Source: an optimization exercise on an open RTL-to-GDS flow (aim: small area, a short achievable clock period and few clock cycles per item). Production flows keep margins and buffers that such runs may drop.
Where RTL was checked, it was by simulation tests only, not by an equivalence proof against the original.

==> inputs of v24 <==
==> flow/design.v <==
package hedc_pkg;
	localparam int CFG_IDX_W = 3;
	localparam logic [CFG_IDX_W-1:0] CFG_START_BYTE   = 3'd0;
	localparam logic [CFG_IDX_W-1:0] CFG_ENV_VERSION  = 3'd1;
	localparam logic [CFG_IDX_W-1:0] CFG_FRAME_MARKER = 3'd2;
	localparam logic [CFG_IDX_W-1:0] CFG_FRAME_VER    = 3'd3;
	localparam logic [CFG_IDX_W-1:0] CFG_FRAME_KIND   = 3'd4;
	localparam logic [7:0] START_BYTE_RST   = 8'hA5;
	localparam logic [7:0] ENV_VERSION_RST  = 8'h01;
	localparam logic [7:0] FRAME_MARKER_RST = 8'hD7;
	localparam logic [7:0] FRAME_VER_RST    = 8'h02;
	localparam logic [7:0] FRAME_KIND_RST   = 8'h01;
	localparam int ENV_VER_POS  = 1;
	localparam int EMIT_FIRST   = 2;
	localparam int INNER_OFFSET = 4;
	localparam logic [15:0] CRC_INIT = 16'hFFFF;
	localparam logic [15:0] CRC_POLY = 16'h1021;
	localparam logic [15:0] CRC_MSB  = 16'h8000;
	typedef enum logic [7:0] {
		ST_IDLE    = 8'b0000_0001,
		ST_CHECK   = 8'b0000_0010,
		ST_FLUSH   = 8'b0000_0100,
		ST_DECIDE  = 8'b0000_1000,
		ST_SCAN    = 8'b0001_0000,
		ST_COPY    = 8'b0010_0000,
		ST_EMIT_RD = 8'b0100_0000,
		ST_EMIT_WR = 8'b1000_0000
	} hedc_state_t;
	typedef struct packed {
		logic       clr;
		logic       vld;
		logic [7:0] data;
		logic       env_ver;
		logic       marker;
		logic       fver;
		logic       kind;
		logic       crc_en;
		logic       got_hi;
		logic       got_lo;
	} hedc_chk_t;
	function automatic logic [15:0] crc16_byte(input logic [15:0] crc, input logic [7:0] data);
		logic [15:0] c;
		c = crc ^ {data, 8'h00};
		for (int b = 0; b < 8; b++) begin
			if ((c & CRC_MSB) != 16'h0000) begin
				c = (c << 1) ^ CRC_POLY;
			end else begin
				c = c << 1;
			end
		end
		crc16_byte = c;
	endfunction
endpackage
module hedc_ram #(
	parameter int WIDTH = 8,
	parameter int DEPTH = 40
) (
	input  logic                     clk,
	input  logic                     we,
	input  logic [$clog2(DEPTH)-1:0] waddr,
	input  logic [WIDTH-1:0]         wdata,
	input  logic                     re,
	input  logic [$clog2(DEPTH)-1:0] raddr,
	output logic [WIDTH-1:0]         rdata
);
	logic [WIDTH-1:0] mem_q [DEPTH];
	logic [WIDTH-1:0] rdata_q;
	always_ff @(posedge clk) begin
		if (we) begin
			mem_q[waddr] <= wdata;
		end
		if (re) begin
			rdata_q <= mem_q[raddr];
		end
	end
	assign rdata = rdata_q;
endmodule
module hedc_check (
	input  logic                clk,
	input  logic                arst_n,
	input  logic [7:0]          env_version,
	input  logic [7:0]          frame_marker,
	input  logic [7:0]          frame_version,
	input  logic [7:0]          frame_kind,
	input  hedc_pkg::hedc_chk_t beat,
	output logic                pass
);
	logic        ok_q;
	logic [15:0] crc_q;
	logic [15:0] got_q;
	logic        bad;
	assign bad = (beat.env_ver && (beat.data != env_version)) ||
		(beat.marker && (beat.data != frame_marker)) ||
		(beat.fver && (beat.data != frame_version)) ||
		(beat.kind && (beat.data != frame_kind));
	always_ff @(posedge clk or negedge arst_n) begin
		if (!arst_n) begin
			ok_q <= 1'b0;
		end else if (beat.clr) begin
			ok_q <= 1'b1;
		end else if (beat.vld && bad) begin
			ok_q <= 1'b0;
		end
	end
	always_ff @(posedge clk) begin
		if (beat.clr) begin
			crc_q <= hedc_pkg::CRC_INIT;
		end else if (beat.vld) begin
			if (beat.crc_en) begin
				crc_q <= hedc_pkg::crc16_byte(crc_q, beat.data);
			end
			if (beat.got_hi) begin
				got_q[15:8] <= beat.data;
			end
			if (beat.got_lo) begin
				got_q[7:0] <= beat.data;
			end
		end
	end
	assign pass = ok_q && (got_q == crc_q);
endmodule
module host_envelope_deframer_crc16_core #(
	parameter int ENVELOPE_BYTES    = 40,
	parameter int INNER_FRAME_BYTES = 36
) (
	input  logic                           clk,
	input  logic                           arst_n,
	input  logic                           cfg_we,
	input  logic [hedc_pkg::CFG_IDX_W-1:0] cfg_idx,
	input  logic [7:0]                     cfg_data,
	input  logic                           rx_valid,
	output logic                           rx_stall,
	input  logic [7:0]                     rx_byte,
	output logic                           out_valid,
	input  logic                           out_stall,
	output logic [7:0]                     out_byte,
	output logic                           out_last
);
	localparam int         NS   = 38;         
	localparam logic [5:0] DMAX = 6'(NS - 1);
	function automatic logic [5:0] dstep(input logic [5:0] d);
		dstep = (d == 6'd0) ? DMAX : d - 6'd1;
	endfunction
	logic [7:0] start_q, env_ver_q, marker_q, fver_q, kind_q;
	logic       in_v, sk_v;
	logic [7:0] in_b, sk_b;
	logic       in_st, sk_st;
	logic       stall_q;     
	logic [7:0] drum [NS];
	logic [7:0] tap;         
	logic       tap_st;      
	logic [5:0] dr, dw, df;  
	logic       dr0, dw0, df0;
	logic [5:0] nf;          
	logic       nz;          
	logic       anchored;    
	logic [5:0]  pos;
	logic        e0, g2, d38, l39;
	logic        ok;
	logic [15:0] crc;
	logic [7:0]  cmp_q;      
	logic        ff;         
	logic        fp1;        
	logic        repro;      
	logic        rphase;     
	logic        rdre;       
	logic        rdre_d;     
	logic        out_valid_q;
	logic [7:0]  out_byte_q;
	logic        out_last_q;
	logic        o1_v;
	logic [7:0]  o1_b;
	logic        o1_l;
	logic ld, rd_out, rep_end, rep_active, store_ok, consume, wr;
	logic cstm, eqv, eq_in, eq_tap, gd, in_free, incoming, cmp_rx;
	logic ev_s, ev_v, ev_v1, ev_v0, ev_m, ev_sv, ev_er, vgood, set_df0, set_dfm;
	logic [7:0]  cb;
	logic [15:0] crc_step;
	assign tap        = drum[NS-1];
	assign ld         = !out_valid_q || !out_stall;
	assign rd_out     = nz && dr0 && !o1_v;
	assign rep_end    = repro && rphase && dw0;
	assign rep_active = repro && !rep_end;
	assign store_ok   = anchored ? (dw0 && !(nz && dr0 && o1_v)) : (!nz || rd_out);
	assign consume    = in_v && !rep_active && (!g2 || store_ok);
	assign wr         = consume && g2;
	assign cb     = rdre_d ? tap : in_b;
	assign cstm   = rdre_d ? tap_st : in_st;
	assign eq_in  = (in_b == cmp_q);
	assign eq_tap = (tap == cmp_q);
	assign eqv    = rdre_d ? eq_tap : eq_in;
	assign gd     = ok && eq_in;
	assign ev_s  = e0 && consume && in_st;
	assign ev_v  = l39 && consume;
	assign ev_v1 = ev_v && !gd && (ff || in_st);
	assign ev_v0 = ev_v && !ev_v1;
	assign ev_m  = !e0 && !l39 && (rdre || consume);
	assign ev_sv = ev_s || ev_v;
	assign ev_er = ev_v && !gd && ff;
	assign vgood = ev_v && gd;
	assign set_df0 = ev_m && cstm && !ff && (rdre || wr);
	assign set_dfm = wr && fp1;
	assign crc_step = hedc_pkg::crc16_byte(crc, cb);
	assign in_free  = !in_v || consume;
	assign incoming = rx_valid && !stall_q;
	assign rx_stall = stall_q;
	assign cmp_rx   = (rx_byte == start_q);
	always_ff @(posedge clk) begin
		drum[0] <= wr ? in_b : tap;
		for (int k = 1; k < NS; k++) begin
			drum[k] <= drum[k-1];
		end
		tap_st <= (drum[NS-2] == start_q);
	end
	logic repro_n, rphase_n, dw0_n, df0_n;
	assign repro_n  = ev_er || (repro && !rep_end);
	assign rphase_n = !ev_er && (rphase || rdre);
	assign dw0_n    = wr || (dw == 6'd1);
	assign df0_n    = set_df0 || (!set_dfm && (df == 6'd1));
	always_ff @(posedge clk) begin
		if (!sk_v) begin
			sk_b  <= rx_byte;
			sk_st <= cmp_rx;
		end
		if (in_free) begin
			in_b  <= sk_v ? sk_b : rx_byte;
			in_st <= sk_v ? sk_st : cmp_rx;
		end
		if (ld) begin
			out_byte_q <= o1_v ? o1_b : tap;
			out_last_q <= o1_v ? o1_l : (nf == 6'd1);
		end
		if (!o1_v) begin
			o1_b <= tap;
			o1_l <= (nf == 6'd1);
		end
		dr     <= (rd_out || (wr && !nz)) ? 6'd0 : dstep(dr);
		dr0    <= rd_out || (wr && !nz) || (dr == 6'd1);
		dw     <= wr ? 6'd0 : dstep(dw);
		dw0    <= dw0_n;
		df     <= set_df0 ? 6'd0 : set_dfm ? DMAX : dstep(df);
		df0    <= df0_n;
		rphase <= rphase_n;
		stall_q <= !in_free && (sk_v || incoming);
		rdre_d <= repro_n && !(rphase_n && dw0_n) && (rphase_n || df0_n);
		if (ev_s || ev_v1) begin
			pos <= 6'd1;
		end else if (ev_v0) begin
			pos <= 6'd0;
		end else if (ev_m) begin
			pos <= pos + 6'd1;
		end
		if (ev_sv) begin
			d38 <= 1'b0;
		end else if (ev_m) begin
			d38 <= (pos == 6'd37);
		end
		if (ev_m) begin
			if (pos[5:2] == 4'd0) begin
				crc <= hedc_pkg::CRC_INIT;
			end else if (pos < 6'd38) begin
				crc <= crc_step;
			end
			if (pos == 6'd1) begin
				ok <= eqv;
			end else if ((pos == 6'd4) || (pos == 6'd5) || (pos == 6'd6) || d38) begin
				ok <= ok && eqv;
			end
		end
		if (ev_sv) begin
			cmp_q <= env_ver_q;
		end else if (ev_m) begin
			case (pos)
				6'd3:    cmp_q <= marker_q;
				6'd4:    cmp_q <= fver_q;
				6'd5:    cmp_q <= kind_q;
				6'd37:   cmp_q <= crc_step[15:8];
				6'd38:   cmp_q <= crc[7:0];
				default: begin
				end
			endcase
		end
		if (set_dfm) begin
			fp1 <= 1'b0;
		end
		if (ev_sv) begin
			ff  <= 1'b0;
			fp1 <= 1'b0;
		end else if (ev_m && cstm && !ff) begin
			ff <= 1'b1;
			if (!(rdre || wr)) begin
				fp1 <= 1'b1;
			end
		end
	end
	always_ff @(posedge clk or negedge arst_n) begin
		if (!arst_n) begin
			start_q     <= hedc_pkg::START_BYTE_RST;
			env_ver_q   <= hedc_pkg::ENV_VERSION_RST;
			marker_q    <= hedc_pkg::FRAME_MARKER_RST;
			fver_q      <= hedc_pkg::FRAME_VER_RST;
			kind_q      <= hedc_pkg::FRAME_KIND_RST;
			in_v        <= 1'b0;
			sk_v        <= 1'b0;
			nf          <= '0;
			nz          <= 1'b0;
			anchored    <= 1'b0;
			e0          <= 1'b1;
			g2          <= 1'b0;
			l39         <= 1'b0;
			repro       <= 1'b0;
			rdre        <= 1'b0;
			out_valid_q <= 1'b0;
			o1_v        <= 1'b0;
		end else begin
			if (cfg_we) begin
				case (cfg_idx)
					hedc_pkg::CFG_START_BYTE:   start_q   <= cfg_data;
					hedc_pkg::CFG_ENV_VERSION:  env_ver_q <= cfg_data;
					hedc_pkg::CFG_FRAME_MARKER: marker_q  <= cfg_data;
					hedc_pkg::CFG_FRAME_VER:    fver_q    <= cfg_data;
					hedc_pkg::CFG_FRAME_KIND:   kind_q    <= cfg_data;
					default: begin
					end
				endcase
			end
			if (in_free) begin
				in_v <= sk_v || incoming;
				sk_v <= 1'b0;
			end else if (incoming) begin
				sk_v <= 1'b1;
			end
			if (ld) begin
				out_valid_q <= o1_v || rd_out;
				o1_v        <= 1'b0;
			end else if (rd_out) begin
				o1_v        <= 1'b1;
			end
			if (vgood) begin
				nf <= 6'(NS);
				nz <= 1'b1;
			end else if (rd_out) begin
				nf <= nf - 6'd1;
				nz <= (nf != 6'd1);
			end
			repro <= repro_n;
			rdre  <= repro_n && !(rphase_n && dw0_n) && (rphase_n || df0_n);
			if (ev_s) begin
				e0 <= 1'b0;
			end else if (ev_v0) begin
				e0 <= 1'b1;
			end
			if (ev_v) begin
				g2  <= 1'b0;
				l39 <= 1'b0;
			end else if (ev_m) begin
				g2  <= 1'b1;
				l39 <= d38;
			end
			if (wr) begin
				anchored <= 1'b1;
			end
			if (ev_v) begin
				anchored <= ev_er;
			end
		end
	end
	assign out_valid = out_valid_q;
	assign out_byte  = out_byte_q;
	assign out_last  = out_last_q;
endmodule
==> flow/run.sh <==
#!/bin/bash
# synth_recipe.tcl (not shown) runs the flow's synth.tcl, then flattens the netlist and writes it again
# the make line also repeats each setting of config.mk as NAME=value (left out here)
make -C /OpenROAD-flow-scripts/flow DESIGN_CONFIG=/design/flow/config.mk WORK_HOME=/design/flow/orfs CLKGATE_MAP_FILE= SYNTH_SCRIPT=/design/flow/synth_recipe.tcl finish
==> flow/config.mk <==
export PLATFORM = sky130hd
export DESIGN_NAME = host_envelope_deframer_crc16_core
export DESIGN_NICKNAME = host_envelope_deframer_crc16_core
export VERILOG_FILES = /design/flow/design.v
export SDC_FILE = /design/flow/constraint.sdc
export NUM_CORES = 4
export LEC_CHECK = 0
export ABC_AREA = 1
export ABC_CLOCK_PERIOD_IN_PS = 2000
export CAP_MARGIN = 20
export CORE_MARGIN = 2
export CORE_UTILIZATION = 40
export CTS_CLUSTER_DIAMETER = 80
export CTS_CLUSTER_SIZE = 28
export PLACE_DENSITY = 0.6
export SETUP_SLACK_MARGIN = 3.0
export SLEW_MARGIN = 20
==> flow/constraint.sdc <==
create_clock -name core_clock -period 5.0 [get_ports {clk}]
set_input_delay 1.0000 -clock core_clock [delete_from_list [all_inputs] [get_ports {clk}]]
set_output_delay 1.0000 -clock core_clock [all_outputs]
set_load 0.01 [all_outputs]
==> v5: changes against v24 <==
==> flow/design.v, changed modules only <==
module host_envelope_deframer_crc16_core #(
	parameter int ENVELOPE_BYTES    = 40,
	parameter int INNER_FRAME_BYTES = 36
) (
	input  logic                           clk,
	input  logic                           arst_n,
	input  logic                           cfg_we,
	input  logic [hedc_pkg::CFG_IDX_W-1:0] cfg_idx,
	input  logic [7:0]                     cfg_data,
	input  logic                           rx_valid,
	output logic                           rx_stall,
	input  logic [7:0]                     rx_byte,
	output logic                           out_valid,
	input  logic                           out_stall,
	output logic [7:0]                     out_byte,
	output logic                           out_last
);
	localparam int         NS   = 38;         
	localparam logic [5:0] DMAX = 6'(NS - 1);
	function automatic logic [5:0] dstep(input logic [5:0] d);
		dstep = (d == 6'd0) ? DMAX : d - 6'd1;
	endfunction
	logic [7:0] start_q, env_ver_q, marker_q, fver_q, kind_q;
	logic       in_v, sk_v;
	logic [7:0] in_b, sk_b;
	logic       in_st, sk_st;
	logic       stall_q;     
	logic [7:0] drum [NS];
	logic [7:0] tap;         
	logic [5:0] dr, dw, df;  
	logic       dr0, dw0, df0;
	logic [5:0] nf;          
	logic       nz;          
	logic       anchored;    
	logic [5:0]  pos;
	logic        e0, g2, d38, l39;
	logic        ok;
	logic [15:0] crc;
	logic [7:0]  cmp_q;      
	logic        ff;         
	logic        fp1;        
	logic        repro;      
	logic        rphase;     
	logic        rdre;       
	logic        out_valid_q;
	logic [7:0]  out_byte_q;
	logic        out_last_q;
	logic        o1_v;
	logic [7:0]  o1_b;
	logic        o1_l;
	logic ld, rd_out, rep_end, rep_active, store_ok, consume, wr;
	logic eq_in, gd, in_free, incoming, cmp_rx, nxt_st, fresh_ok_n, rdre_n;
	logic ev_s, ev_v, ev_v1, ev_v0, ev_m, ev_sv, ev_er, vgood, set_df0, set_dfm;
	logic [15:0] crc_step;
	assign tap        = drum[NS-1];
	assign ld         = !out_valid_q || !out_stall;
	assign rd_out     = nz && dr0 && !o1_v;
	assign rep_end    = repro && rphase && dw0;
	assign rep_active = repro && !rep_end;
	assign store_ok   = anchored ? (dw0 && !(nz && dr0 && o1_v)) : (!nz || rd_out);
	assign consume    = in_v && !rep_active && (!g2 || store_ok);
	assign wr         = consume && g2;
	assign eq_in  = (in_b == cmp_q);
	assign gd     = ok && eq_in;
	assign ev_s  = e0 && consume && in_st;
	assign ev_v  = l39 && consume;
	assign ev_v1 = ev_v && !gd && (ff || in_st);
	assign ev_v0 = ev_v && !ev_v1;
	assign ev_m  = !e0 && !l39 && (rdre || consume);
	assign ev_sv = ev_s || ev_v;
	assign ev_er = ev_v && !gd && ff;
	assign vgood = ev_v && gd;
	assign set_df0 = ev_m && in_st && !ff && (rdre || wr);
	assign set_dfm = wr && fp1;
	assign crc_step = hedc_pkg::crc16_byte(crc, in_b);
	assign in_free  = !in_v || consume;
	assign incoming = rx_valid && !stall_q;
	assign rx_stall = stall_q;
	assign cmp_rx   = (rx_byte == start_q);
	always_ff @(posedge clk) begin
		drum[0] <= wr ? in_b : tap;
		for (int k = 1; k < NS; k++) begin
			drum[k] <= drum[k-1];
		end
	end
	assign nxt_st = (drum[NS-2] == start_q);
	logic repro_n, rphase_n, dw0_n, df0_n;
	assign repro_n  = ev_er || (repro && !rep_end);
	assign rphase_n = !ev_er && (rphase || rdre);
	assign dw0_n    = wr || (dw == 6'd1);
	assign df0_n    = set_df0 || (!set_dfm && (df == 6'd1));
	assign rdre_n     = repro_n && !ev_er && !(rphase_n && dw0_n) && (rphase_n || df0_n);
	assign fresh_ok_n = !repro_n || (rphase_n && dw0_n);
	always_ff @(posedge clk) begin
		if (!sk_v) begin
			sk_b  <= rx_byte;
			sk_st <= cmp_rx;
		end
		if (rdre_n) begin
			in_b  <= drum[NS-2];
			in_st <= nxt_st;
		end else if (in_free && fresh_ok_n) begin
			in_b  <= sk_v ? sk_b : rx_byte;
			in_st <= sk_v ? sk_st : cmp_rx;
		end
		if (ld) begin
			out_byte_q <= o1_v ? o1_b : tap;
			out_last_q <= o1_v ? o1_l : (nf == 6'd1);
		end
		if (!o1_v) begin
			o1_b <= tap;
			o1_l <= (nf == 6'd1);
		end
		dr     <= (rd_out || (wr && !nz)) ? 6'd0 : dstep(dr);
		dr0    <= rd_out || (wr && !nz) || (dr == 6'd1);
		dw     <= wr ? 6'd0 : dstep(dw);
		dw0    <= dw0_n;
		df     <= set_df0 ? 6'd0 : set_dfm ? DMAX : dstep(df);
		df0    <= df0_n;
		rphase <= rphase_n;
		stall_q <= !(in_free && fresh_ok_n) && (sk_v || incoming);
		if (ev_s || ev_v1) begin
			pos <= 6'd1;
		end else if (ev_v0) begin
			pos <= 6'd0;
		end else if (ev_m) begin
			pos <= pos + 6'd1;
		end
		if (ev_sv) begin
			d38 <= 1'b0;
		end else if (ev_m) begin
			d38 <= (pos == 6'd37);
		end
		if (ev_m) begin
			if (pos[5:2] == 4'd0) begin
				crc <= hedc_pkg::CRC_INIT;
			end else if (pos < 6'd38) begin
				crc <= crc_step;
			end
			if (pos == 6'd1) begin
				ok <= eq_in;
			end else if ((pos == 6'd4) || (pos == 6'd5) || (pos == 6'd6) || d38) begin
				ok <= ok && eq_in;
			end
		end
		if (ev_sv) begin
			cmp_q <= env_ver_q;
		end else if (ev_m) begin
			case (pos)
				6'd3:    cmp_q <= marker_q;
				6'd4:    cmp_q <= fver_q;
				6'd5:    cmp_q <= kind_q;
				6'd37:   cmp_q <= crc_step[15:8];
				6'd38:   cmp_q <= crc[7:0];
				default: begin
				end
			endcase
		end
		if (set_dfm) begin
			fp1 <= 1'b0;
		end
		if (ev_sv) begin
			ff  <= 1'b0;
			fp1 <= 1'b0;
		end else if (ev_m && in_st && !ff) begin
			ff <= 1'b1;
			if (!(rdre || wr)) begin
				fp1 <= 1'b1;
			end
		end
	end
	always_ff @(posedge clk or negedge arst_n) begin
		if (!arst_n) begin
			start_q     <= hedc_pkg::START_BYTE_RST;
			env_ver_q   <= hedc_pkg::ENV_VERSION_RST;
			marker_q    <= hedc_pkg::FRAME_MARKER_RST;
			fver_q      <= hedc_pkg::FRAME_VER_RST;
			kind_q      <= hedc_pkg::FRAME_KIND_RST;
			in_v        <= 1'b0;
			sk_v        <= 1'b0;
			nf          <= '0;
			nz          <= 1'b0;
			anchored    <= 1'b0;
			e0          <= 1'b1;
			g2          <= 1'b0;
			l39         <= 1'b0;
			repro       <= 1'b0;
			rdre        <= 1'b0;
			out_valid_q <= 1'b0;
			o1_v        <= 1'b0;
		end else begin
			if (cfg_we) begin
				case (cfg_idx)
					hedc_pkg::CFG_START_BYTE:   start_q   <= cfg_data;
					hedc_pkg::CFG_ENV_VERSION:  env_ver_q <= cfg_data;
					hedc_pkg::CFG_FRAME_MARKER: marker_q  <= cfg_data;
					hedc_pkg::CFG_FRAME_VER:    fver_q    <= cfg_data;
					hedc_pkg::CFG_FRAME_KIND:   kind_q    <= cfg_data;
					default: begin
					end
				endcase
			end
			if (in_free && fresh_ok_n) begin
				in_v <= sk_v || incoming;
				sk_v <= 1'b0;
			end else begin
				in_v <= in_v && !consume;
				if (incoming) begin
					sk_v <= 1'b1;
				end
			end
			if (ld) begin
				out_valid_q <= o1_v || rd_out;
				o1_v        <= 1'b0;
			end else if (rd_out) begin
				o1_v        <= 1'b1;
			end
			if (vgood) begin
				nf <= 6'(NS);
				nz <= 1'b1;
			end else if (rd_out) begin
				nf <= nf - 6'd1;
				nz <= (nf != 6'd1);
			end
			repro <= repro_n;
			rdre  <= rdre_n;
			if (ev_s) begin
				e0 <= 1'b0;
			end else if (ev_v0) begin
				e0 <= 1'b1;
			end
			if (ev_v) begin
				g2  <= 1'b0;
				l39 <= 1'b0;
			end else if (ev_m) begin
				g2  <= 1'b1;
				l39 <= d38;
			end
			if (wr) begin
				anchored <= 1'b1;
			end
			if (ev_v) begin
				anchored <= ev_er;
			end
		end
	end
	assign out_valid = out_valid_q;
	assign out_byte  = out_byte_q;
	assign out_last  = out_last_q;
endmodule
Settings changed: ABC_AREA 1 to not set.
==> run_results.csv <==
group,metric,value,unit
final_layout,layout.nonclk_buf_frac,0.02871,
sta,fin_skew,27.28,ps
hold_path,hold_start,"drum[0][1]$_DFF_P_",
floorplan,die_y,187.1,um
place,placed_cells,1673,
status,status,"finished clean",
# the run above: v24

==> run_results.csv <==
group,metric,value,unit
hold_path,hold_start,"drum[33][0]$_DFF_P_",
floorplan,die_y,184.5,um
place,placed_cells,1374,
sta,fin_skew,21.51,ps
status,status,"finished clean",
final_layout,layout.nonclk_buf_frac,0.03845,
# the run above: v5

Testbench counts of v24, summed over its fixed seeds: cycles 19,434, beats 12,008.
For v5, only the layout was checked, not whether the RTL still works.

-- port drivers added, routing unchanged --
The results above use ideal ports. As a check the final layouts listed here were re-extracted and re-timed, cells and wires unchanged. Step 1 assumes that a clkbuf_16 drives the clock port and a buf_2 every other input. Step 2 also shifts input and output timing later by t, the mid clock arrival at the registers, as if the neighbouring blocks saw the same clock. a / b / c = no drivers / after step 1 / after step 2; a / b = the first two.
| run | t (ns) | setup WS [ns] | cell pins on the clock port's net |
|---|---|---|---|
| v24 | 0.574 | 2.927 / 2.878 / 2.472 | 1 |
| v5 | 0.570 | 2.881 / 2.840 / 2.486 | 1 |
After both steps every run listed still meets setup and hold. The setup slack of v24, which loses most, moves by -0.049 ns with the drivers and by -0.455 ns with both steps.
